Source: an optimization exercise on an open RTL-to-GDS flow (aim: small area). Production flows keep margins and buffers that such runs may drop. In this exercise RTL edits were held to simulation tests only and were not proved equivalent to the original. Power figures rest on the tool's default switching activity, not on a simulated workload.

## garnet
==> flow/design.v <==
package can_rx_pkg;
  localparam int unsigned ID_W      = 29;
  localparam int unsigned KEY_W     = 31;   
  localparam int unsigned MAX_BYTES = 8;
  localparam int unsigned FMI_W     = 5;    
  localparam int unsigned ENTRY_W   = 8 * MAX_BYTES + FMI_W + 4 + 2 + ID_W;
endpackage
import can_rx_pkg::*;
module can_rx_filter_match
(
  input  logic             i_en,
  input  logic [KEY_W-1:0] i_key,
  input  logic [KEY_W-1:0] i_filter,
  input  logic [KEY_W-1:0] i_mask,
  output logic             o_match_c
);
  assign o_match_c = i_en && (((i_key ^ i_filter) & i_mask) == '0);
endmodule
import can_rx_pkg::*;
module can_rx_msgbuf
#(
  parameter  int unsigned NUM_FILTERS = 20,
  parameter  int unsigned DEPTH       = 8,
  localparam int unsigned FMI_W       = $clog2(NUM_FILTERS + 1),
  localparam int unsigned OCC_W       = $clog2(DEPTH) + 1
) (
  input  logic                         clk,
  input  logic                         RST,
  input  logic                         clear,
  input  logic                         new_ID,
  input  logic [28:0]                  ID,
  input  logic                         RTR,
  input  logic                         EXT,
  input  logic [7:0]                   data,
  input  logic [3:0]                   data_index,
  input  logic                         load_data,
  input  logic [3:0]                   pkt_size,
  input  logic                         pkt_done,
  input  logic                         pkt_abort,
  input  logic                         enable_overrun,
  input  logic [NUM_FILTERS-1:0]       mask_enable,
  input  logic [KEY_W*NUM_FILTERS-1:0] filter_flat,
  input  logic [KEY_W*NUM_FILTERS-1:0] mask_flat,
  input  logic                         read_fifo,
  output logic [OCC_W-1:0]             occupancy,
  output logic                         full,
  output logic                         empty,
  output logic                         overrun,
  output logic [31:0]                  data_L,
  output logic [31:0]                  data_H,
  output logic [28:0]                  ID_out,
  output logic [3:0]                   pkt_size_out,
  output logic                         RTR_out,
  output logic                         EXT_out,
  output logic [FMI_W-1:0]             fmi_out,
  output logic                         fifo_read
);
  localparam int unsigned AW  = $clog2(DEPTH);
  localparam int unsigned EW  = 8 * MAX_BYTES + FMI_W + 4 + 2 + ID_W;
  logic r_scan, r_dseen, r_post;
  logic r_commit_n;   
  logic w_commit, w_hold, w_hit, w_last, w_accept, w_done_seen;
  logic [2:0] w_st_nxt;
  assign w_commit    = r_post & r_dseen;
  assign w_hold      = r_post & ~r_dseen;
  assign w_done_seen = pkt_done | r_dseen;
  assign w_accept    = w_hit | ~(|mask_enable);
  always_comb begin
    if (RST) begin
      w_st_nxt = 3'b000;
    end else if (new_ID) begin
      w_st_nxt = 3'b100;
    end else if (pkt_abort && !w_commit) begin
      w_st_nxt = 3'b000;
    end else if (r_scan) begin
      if (w_hit || w_last) begin
        w_st_nxt = w_accept ? {1'b0, w_done_seen, 1'b1} : 3'b000;
      end else begin
        w_st_nxt = {1'b1, w_done_seen, 1'b0};
      end
    end else if (w_hold) begin
      w_st_nxt = {1'b0, pkt_done, 1'b1};
    end else begin
      w_st_nxt = 3'b000;
    end
  end
  always_ff @(posedge clk) begin
    {r_scan, r_dseen, r_post} <= w_st_nxt;
    r_commit_n                <= !(w_st_nxt[1] && w_st_nxt[0]);
  end
  logic [ID_W-1:0]           r_id;
  logic                      r_rtr;
  logic                      r_ext;
  logic [3:0]                r_size;
  logic [MAX_BYTES-1:0][7:0] r_data;
  logic [FMI_W-1:0]          r_idx;
  always_ff @(posedge clk) begin
    if (new_ID) begin
      r_id  <= ID;
      r_rtr <= RTR;
      r_ext <= EXT;
    end
    if (new_ID || (pkt_done && !r_dseen)) begin
      r_size <= pkt_size;
    end
  end
  for (genvar k = 0; k < MAX_BYTES; k++) begin : g_byte
    logic w_ld;     
    logic w_keep;   
    assign w_ld   = load_data && data_index == 4'(k) && (!w_commit || new_ID);
    assign w_keep = !(load_data && data_index == 4'(k) && r_commit_n) && !new_ID;
    always_ff @(posedge clk) begin
      r_data[k] <= (data & {8{w_ld}}) | (r_data[k] & {8{w_keep}});
    end
  end
  logic [KEY_W-1:0]       w_key;
  logic [NUM_FILTERS-1:0] w_sel;
  logic [KEY_W-1:0]       w_filt;
  logic [KEY_W-1:0]       w_mask;
  logic                   w_en;
  assign w_key = {r_ext, r_rtr, r_id};
  for (genvar i = 0; i < NUM_FILTERS; i++) begin : g_sel
    assign w_sel[i] = (r_idx == FMI_W'(i));
  end
  always_comb begin
    w_filt = '0;
    w_mask = '0;
    for (int i = 0; i < int'(NUM_FILTERS); i++) begin
      w_filt = w_filt | (filter_flat[KEY_W*i +: KEY_W] & {KEY_W{w_sel[i]}});
      w_mask = w_mask | (mask_flat[KEY_W*i +: KEY_W] & {KEY_W{w_sel[i]}});
    end
  end
  assign w_en = |(mask_enable & w_sel);
  can_rx_filter_match u_match (
    .i_en      (w_en),
    .i_key     (w_key),
    .i_filter  (w_filt),
    .i_mask    (w_mask),
    .o_match_c (w_hit)
  );
  assign w_last = (r_idx == FMI_W'(NUM_FILTERS - 1));
  always_ff @(posedge clk) begin
    if (new_ID) begin
      r_idx <= '0;
    end else if (r_scan && !w_hit) begin
      r_idx <= r_idx + FMI_W'(1);
    end
  end
  logic [EW-1:0]    r_cell [DEPTH];
  logic [EW-1:0]    w_entry;
  logic [EW-1:0]    w_head;
  logic [AW-1:0]    r_hp;         
  logic [AW-1:0]    r_hp_n;       
  logic             r_pend;       
  logic [OCC_W-1:0] r_count;
  logic             r_overrun;
  logic             r_fifo_read;
  logic [DEPTH-1:0] w_rsel;
  logic [DEPTH-1:0] w_wsel;
  logic [DEPTH-1:0] w_wkeep;
  logic             w_push;
  logic             w_pop;
  logic             w_full;
  logic             w_empty;
  logic             w_wen;
  logic             w_rd_inc;
  logic             w_to_head;
  logic [AW-1:0]    w_tgt;
  logic [AW-1:0]    w_wcell;
  logic [AW-1:0]    w_wcell_c;
  logic             w_write;
  assign w_entry = {r_id, r_rtr, r_ext, r_size, r_idx, r_data};
  assign w_full  = (r_count == OCC_W'(DEPTH));
  assign w_empty = (r_count == '0);
  assign w_push  = w_commit && !new_ID && !clear;
  assign w_pop   = read_fifo && !w_empty && !clear;
  assign w_wen   = w_push && (!w_full || w_pop || enable_overrun);
  assign w_rd_inc = w_pop || (w_wen && w_full);
  assign w_to_head = w_empty || (r_count == OCC_W'(1) && w_pop);
  assign w_tgt   = r_hp + AW'(r_count) - AW'(r_pend);
  assign w_wcell = (w_wen && w_to_head) ? AW'(DEPTH - 1) : w_tgt - AW'(1);
  assign w_write = r_pend || (w_wen && (w_to_head || !w_tgt[0]));
  assign w_wcell_c = (w_wen && w_to_head) ? AW'(DEPTH - 1)
                                          : ~r_hp_n + AW'(r_count) - AW'(r_pend) - AW'(1);
  always_ff @(posedge clk) begin
    if (RST) begin
      r_hp        <= '0;
      r_hp_n      <= '1;
      r_pend      <= 1'b0;
      r_count     <= '0;
      r_overrun   <= 1'b0;
      r_fifo_read <= 1'b0;
    end else begin
      r_fifo_read <= w_pop;
      r_pend      <= w_wen && !w_to_head && w_tgt[0];
      if (w_wen && w_to_head) begin
        r_hp   <= AW'(DEPTH - 1);
        r_hp_n <= '0;
      end else if (!w_rd_inc) begin
        r_hp   <= r_hp - AW'(1);
        r_hp_n <= r_hp_n + AW'(1);
      end
      if (clear) begin
        r_count   <= '0;
        r_overrun <= 1'b0;
      end else begin
        if (w_wen && !w_pop && !w_full) begin
          r_count <= r_count + OCC_W'(1);
        end else if (w_pop && !w_wen) begin
          r_count <= r_count - OCC_W'(1);
        end
        if (w_push && w_full && !w_pop) begin
          r_overrun <= 1'b1;
        end
      end
    end
  end
  for (genvar j = 0; j < DEPTH; j++) begin : g_cell
    if (j % 2 == 1) begin : g_wr
      assign w_wsel[j]  = w_write && (w_wcell == AW'(j));
      assign w_wkeep[j] = !(w_write && (w_wcell_c == AW'(j)));
      always_ff @(posedge clk) begin
        r_cell[j] <= (w_entry & {EW{w_wsel[j]}}) | (r_cell[(j + 1) % DEPTH] & {EW{w_wkeep[j]}});
      end
    end else begin : g_pass
      assign w_wsel[j]  = 1'b0;
      assign w_wkeep[j] = 1'b1;
      always_ff @(posedge clk) begin
        r_cell[j] <= r_cell[(j + 1) % DEPTH];
      end
    end
    assign w_rsel[j] = !w_empty && (r_hp == AW'(j));
  end
  always_comb begin
    w_head = '0;
    for (int j = 0; j < int'(DEPTH); j++) begin
      w_head = w_head | (r_cell[j] & {EW{w_rsel[j]}});
    end
  end
  assign occupancy    = r_count;
  assign full         = w_full;
  assign empty        = w_empty;
  assign overrun      = r_overrun;
  assign fifo_read    = r_fifo_read;
  assign data_L       = w_head[31:0];
  assign data_H       = w_head[63:32];
  assign fmi_out      = w_head[64 +: FMI_W];
  assign pkt_size_out = w_head[64 + FMI_W +: 4];
  assign EXT_out      = w_head[68 + FMI_W];
  assign RTR_out      = w_head[69 + FMI_W];
  assign ID_out       = w_head[70 + FMI_W +: ID_W];
endmodule
export LEC_CHECK = 0
export CAP_MARGIN = 10
export CORE_AREA = 10 10 490 490
export DIE_AREA = 0 0 500 500
export SLEW_MARGIN = 10
create_clock -name core_clock -period 10.0 [get_ports {clk}]
standard.sh (not shown) runs the stock make flow with config.mk's settings and CLKGATE_MAP_FILE= SYNTH_SCRIPT=/design/flow/synth_recipe.tcl, a recipe that flattens the netlist after the stock synthesis.
==> flow/flow/run.sh <==
#!/bin/bash
# Standard ORFS layout with an area-oriented abc mapping script, smaller port
# buffers and a lighter clock tree.
set -euo pipefail
work=$PWD
# ORFS scripts with abc's mapping script replaced (registers are untouched:
# abc only maps the logic between them)
rm -rf "$work/scripts_area"
cp -r "$FLOW_HOME/scripts" "$work/scripts_area"
cp "$work/flow/abc_area.script" "$work/scripts_area/abc_speed.script"
# Port buffers: the smallest buffer instead of the default delay-cell pick
export BUFFER_PORTS_ARGS="-buffer_cell sky130_fd_sc_hd__buf_1"
# Clock tree: sink clusters of up to 16 on clkbuf_8, no dummy loads
export CTS_ARGS="-sink_clustering_enable -sink_clustering_size 14 -sink_clustering_max_diameter 80 -repair_clock_nets -dont_use_dummy_load -buf_list {sky130_fd_sc_hd__clkbuf_8}"
bash standard.sh SCRIPTS_DIR="$work/scripts_area" synth > synth_flow.log 2>&1
bash standard.sh > standard_flow.log 2>&1
==> flow/flow/abc_area.script <==
&get -n
&st
&syn2
&dch
&nf -a -p -R 1000 -F 8 -A 4
&st
&syn2
&dch
&nf -a -p -R 1000 -F 8 -A 4
&st
&dch -f
&nf -a -p -R 1000 -F 8 -A 4
&put
topo
garnet has completed all stages; timing, DRC and antenna checks passed.
Input changes introduced in ember (baseline for comparison: garnet):
==> flow/flow/run.sh <==
#!/bin/bash
# Standard ORFS layout with an area-oriented abc mapping script, smaller port
# buffers and a lighter clock tree.
set -euo pipefail
work=$PWD
# ORFS scripts with abc's mapping script replaced (registers are untouched:
# abc only maps the logic between them)
rm -rf "$work/scripts_area"
cp -r "$FLOW_HOME/scripts" "$work/scripts_area"
cp "$work/flow/abc_area.script" "$work/scripts_area/abc_speed.script"
# Port buffers: the smallest buffer instead of the default delay-cell pick
export BUFFER_PORTS_ARGS="-buffer_cell sky130_fd_sc_hd__buf_1"
# Clock tree: sink clusters of up to 14 on clkbuf_8, no dummy loads
export CTS_ARGS="-sink_clustering_enable -sink_clustering_size 14 -sink_clustering_max_diameter 80 -repair_clock_nets -dont_use_dummy_load -buf_list {sky130_fd_sc_hd__clkbuf_8}"
bash standard.sh SCRIPTS_DIR="$work/scripts_area" synth > synth_flow.log 2>&1
bash standard.sh > standard_flow.log 2>&1
## What came out
- Aggregate global-route resource usage: garnet vs ember identical
- ember has completed all stages; timing, DRC and antenna checks passed.
- Largest net degree at the start of global routing came out exactly the same in garnet and ember.
- On routed wire length, garnet tracks ember almost exactly.
- Number of setup buffers added after CTS of garnet is on par with ember.
- Number of inverters outside the clock class in the layout: ember vs garnet — no meaningful difference
- Per the comparison of ember with garnet, proportion of layout cells with a drive suffix above 1 ~0 delta; sequential share of layout area ~0 delta.
- Comparing garnet against ember, there is no change at all in summed negative setup slack over all endpoints.
Input changes introduced in tundra (baseline for comparison: ember):
==> flow/flow/run.sh <==
#!/bin/bash
# Standard ORFS layout with an area-oriented abc mapping script, smaller port
# buffers and a lighter clock tree.
set -euo pipefail
work=$PWD
# ORFS scripts with abc's mapping script replaced (registers are untouched:
# abc only maps the logic between them)
rm -rf "$work/scripts_area"
cp -r "$FLOW_HOME/scripts" "$work/scripts_area"
cp "$work/flow/abc_area.script" "$work/scripts_area/abc_speed.script"
# Port buffers: the smallest buffer instead of the default delay-cell pick
export BUFFER_PORTS_ARGS="-buffer_cell sky130_fd_sc_hd__buf_1"
# Clock tree: sink clusters of up to 16 on clkbuf_8, no dummy loads
export CTS_ARGS="-sink_clustering_enable -sink_clustering_size 16 -sink_clustering_max_diameter 60 -repair_clock_nets -dont_use_dummy_load -buf_list {sky130_fd_sc_hd__clkbuf_8}"
bash standard.sh SCRIPTS_DIR="$work/scripts_area" synth > synth_flow.log 2>&1
bash standard.sh > standard_flow.log 2>&1
### Flow results
- On final core utilization, tundra and ember are neck and neck.
- Sequential share of cell area across tundra and ember: no real change.
- The arrival time of the worst setup path of ember and that of tundra are within noise of each other.
- Compared tundra against ember; first-iteration DRC count within noise.
- The final reports for tundra and ember show power dissipated by switching net loads lower in the former.
- On filler cell count in the final layout, tundra and ember are basically level.
- Comparing wire length on met3 for tundra and ember, the smaller number came from tundra.
- Delta(hold slack, tundra - ember) < 0

[afterwards: timing with drivers on the ports]
In the flow no input, the clock included, has a driving cell. The finished layouts below were timed again as built, in two steps.
Step 1 (the two cells are an assumption about what drives the block):
set clk [get_ports {clk}]
set_driving_cell -lib_cell sky130_fd_sc_hd__clkbuf_16 $clk
set_driving_cell -lib_cell sky130_fd_sc_hd__buf_2 [delete_from_list [all_inputs] $clk]
Step 2, shift: input delay + t, output delay - t, t = (earliest + latest rising clock arrival at the registers) / 2. This alone moves slack from input paths to output paths.
Three values: ideal, step 1, step 2; two values: the first two.
| run | shift t [ns] | setup WS [ns] | slew at the worst register clock pin (ns) | cell pins on the clock port's net |
|---|---|---|---|---|
| garnet | 0.870 | 2.586 / 2.586 / 2.586 | 0.11 / 0.11 | 1 |
| ember | 0.870 | 2.586 / 2.586 / 2.586 | 0.11 / 0.11 | 1 |
| tundra | 0.869 | 2.605 / 2.605 / 2.605 | 0.11 / 0.11 | 1 |
After both steps every run listed still meets setup and hold.
